From an optimization exercise on the open Yosys and OpenROAD flow, aimed at small area and a short achievable clock period; shortcuts taken in it are not production practice.
The RTL was checked by simulation tests, not by an equivalence proof against the original design.
Power figures rest on the tool's default switching activity, not on a simulated workload.

Design double_ended_queue, start of the top module:
module double_ended_queue #(
  parameter int DEPTH      = 16,
  parameter int DATA_WIDTH = 32
) (
  input  logic clk,
  input  logic rst,
  input  logic s_tvalid,
  output logic s_tready,
  input  logic [((DATA_WIDTH+7)/8)*8-1:0] s_tdata,
  input  logic [dq_pkg::FUNC_W-1:0] s_tuser,
  output logic m_tvalid,
  input  logic m_tready,
  output logic [((DATA_WIDTH+3+$clog2(DEPTH+1)+7)/8)*8-1:0] m_tdata
);
Size: roughly 560 flip-flops, ~81 I/O pins, ~23000 sq um of cells after synthesis.
==> flow/config.mk <==
export PLATFORM = sky130hd
export DESIGN_NAME = double_ended_queue
export DESIGN_NICKNAME = double_ended_queue
export VERILOG_FILES = /design/flow/design.v
export SDC_FILE = /design/flow/constraint.sdc
export NUM_CORES = 4
export LEC_CHECK = 0
export ABC_AREA = 1
export CAP_MARGIN = 20
export CORE_MARGIN = 2
export CORE_UTILIZATION = 30
export CTS_BUF_LIST = sky130_fd_sc_hd__clkbuf_8
export CTS_CLUSTER_DIAMETER = 45
export CTS_CLUSTER_SIZE = 16
export SETUP_SLACK_MARGIN = 2.0
export SLEW_MARGIN = 20
==> flow/constraint.sdc <==
create_clock -name core_clock -period 4.5 [get_ports {clk}]
set_input_delay 0.9000 -clock core_clock [delete_from_list [all_inputs] [get_ports {clk}]]
set_output_delay 0.9000 -clock core_clock [all_outputs]
set_load 0.01 [all_outputs]
standard.sh (not shown) runs the stock make flow with config.mk's settings and CLKGATE_MAP_FILE= SYNTH_SCRIPT=/design/flow/synth_recipe.tcl, a recipe that flattens the netlist after the stock synthesis.
==> flow/flow/run.sh <==
#!/bin/bash
cp standard.sh standard_sh.txt
export BUFFER_PORTS_ARGS="-buffer_cell sky130_fd_sc_hd__buf_2"
bash standard.sh > standard.log 2>&1
Then changed:
ABC_AREA = not set   (was 1)
SETUP_SLACK_MARGIN = 2.3   (was 2.0)
TNS_END_PERCENT = 5   (was not set)
The changed run went through all stages and came out clean.
Sequential power hardly moves.
Wire length climbs by 6.2%.
Hold slack gets better by 0.025 ns.
Synthesized cell count drops by 46%.
Utilization climbs by 4.2 points.
Final cell count drops by 28%.
Combinational power climbs by 18%.
Setup slack gets better by 0.011 ns.
Total power climbs by 8.1%.
Die area drops by 9.3%.
Then changed:
CORE_UTILIZATION = 50   (was 30)
PLACE_DENSITY = 0.7   (was not set)
SETUP_SLACK_MARGIN = 2.0   (was 2.3)
TNS_END_PERCENT = not set   (was 5)
Final cell count shrinks by about a fifth; routed wire length went down by a little under a tenth; power fell by a few percent; die area is lower by well over a third; global-route usage came out higher by 8.4 points; sequential power hardly moves; via count went down slightly; setup slack improved by 0.046 ns; design area falls by a few percent.
Then changed:
CORE_UTILIZATION = 30   (was 50)
CTS_CLUSTER_DIAMETER = 50   (was 45)
CTS_CLUSTER_SIZE = 20   (was 16)
PLACE_DENSITY = not set   (was 0.7)
=> The changed run went through all stages and came out clean. Design area stays flat. Worst setup slack improves by 0.011 ns. Clock skew grows by 0.027 ns. Hold slack gains 0.011 ns. Maximum frequency increases by 0.44%. Area after synthesis is unchanged. Via count came out lower by 3.9%. Global-route usage shrinks by 10 points.
Then changed:
CORE_UTILIZATION = 45   (was 30)
CTS_CLUSTER_DIAMETER = 45   (was 50)
CTS_CLUSTER_SIZE = 16   (was 20)
What happened:
- cell count is lower by 13%
- global-route usage is higher by 8.5 points
- core utilization is higher by 18 points
- worst hold slack gets worse by 0.016 ns
- wire length is higher by 1.9%
- count of clock-buffer cells in the layout is higher by 13
- die area is lower by 33%
- sequential cell count does not change
- final area barely changes

---

Another version of the RTL of double_ended_queue (not shown whole).
Size: about 1200 cells after synthesis, roughly 580 flip-flops, about 81 I/O pins.
export LEC_CHECK = 0
export CAP_MARGIN = 0
export CORE_MARGIN = 2
export CORE_UTILIZATION = 30
export CTS_BUF_LIST = sky130_fd_sc_hd__clkbuf_8
export CTS_CLUSTER_DIAMETER = 45
export CTS_CLUSTER_SIZE = 16
export SETUP_SLACK_MARGIN = 2.3
export SLEW_MARGIN = 0
create_clock -name core_clock -period 4.5 [get_ports {clk}]
Scripts as last shown in full above: flow/flow/run.sh
Edit:
Settings changed: SETUP_SLACK_MARGIN 2.3 to 2.27, TNS_END_PERCENT set to 50.
- The new run finished with timing, DRC and antenna clean
- utilization went down by 1.3 points
- synthesized area stays the same
- wire length went down by 1.6%
- final cell count went down by 2.2%
- setup slack is worse by 56 ps
- total power went down by 6.1%
- maximum frequency went down by 2.4%
- sequential share of layout area went up by 2.4 points
- critical path depth does not change
- global-route usage went up by 0.62 points
- clock-buffer cell count went down by 7
Edit:
Settings changed: SETUP_SLACK_MARGIN 2.27 to 2.35, TNS_END_PERCENT 50 to unset.
=> The new run finished clean. Register-to-register slack improved by 50 ps. Setup slack improved by 37 ps. Synthesized area does not change. Hold slack is about the same. Cell area climbs by about 2.4%. Clock power climbs by about 4%. Wire length climbs by about 4.6%. First-iteration DRC count climbs by about 40%. Combinational power climbs by 9.8%. Fmax climbs by about 1.6%.
Edit:
Settings changed: SETUP_SLACK_MARGIN 2.35 to 2.29.
Effect:
- The changed run finished clean
- cell area drops by 1.0%
- power came out lower by 1.1%
- via count fell by 2.2%
- final cell count shrinks by 0.56%
- wire length is lower by 5.1%
- synthesized area stays the same
- worst setup slack improves by 40 ps
- clock skew came out higher by 9.5 ps
- global-route usage drops by 0.14 points
- maximum frequency is higher by 1.8%

==> static timing again, ports no longer ideal <==
No port has a modelled driver above. Below, the same layouts with a new extraction and two added sets of constraints. Step 1 (the two cells are an assumption about what drives the block):
set clk [get_ports {clk}]
set_driving_cell -lib_cell sky130_fd_sc_hd__clkbuf_16 $clk
set_driving_cell -lib_cell sky130_fd_sc_hd__buf_2 [delete_from_list [all_inputs] $clk]
Step 2 also shifts input and output timing later by t, the mid clock arrival at the registers, as if the neighbouring blocks saw the same clock. Three values: ideal, step 1, step 2; two values: the first two.
| run | t, ns | slack for setup (ns) | worst data-port slew with drivers (ns) |
|---|---|---|---|
| the first run of note 1 | 0.702 | 1.961 / 1.961 / 1.624 | 0.09 |
| the second run of note 1 | 0.752 | 1.971 / 1.971 / 1.257 | 0.12 |
| the third run of note 1 | 0.705 | 2.017 / 2.017 / 1.344 | 0.10 |
| the fourth run of note 1 | 0.716 | 2.028 / 2.042 / 1.348 | 0.13 |
| the fifth run of note 1 | 0.720 | 2.012 / 2.017 / 1.318 | 0.09 |
| the first run of note 2 | 0.734 | 2.186 / 2.140 / 1.587 | 0.11 |
| the second run of note 2 | 0.738 | 2.130 / 2.130 / 1.601 | 0.12 |
| the third run of note 2 | 0.726 | 2.166 / 2.109 / 1.568 | 0.10 |
| the fourth run of note 2 | 0.716 | 2.207 / 2.154 / 1.554 | 0.10 |
After both steps setup and hold are still met in every run listed. For the second run of note 1, which loses most, drivers alone change the setup slack by 0.000 ns; drivers and shift together by -0.714 ns.
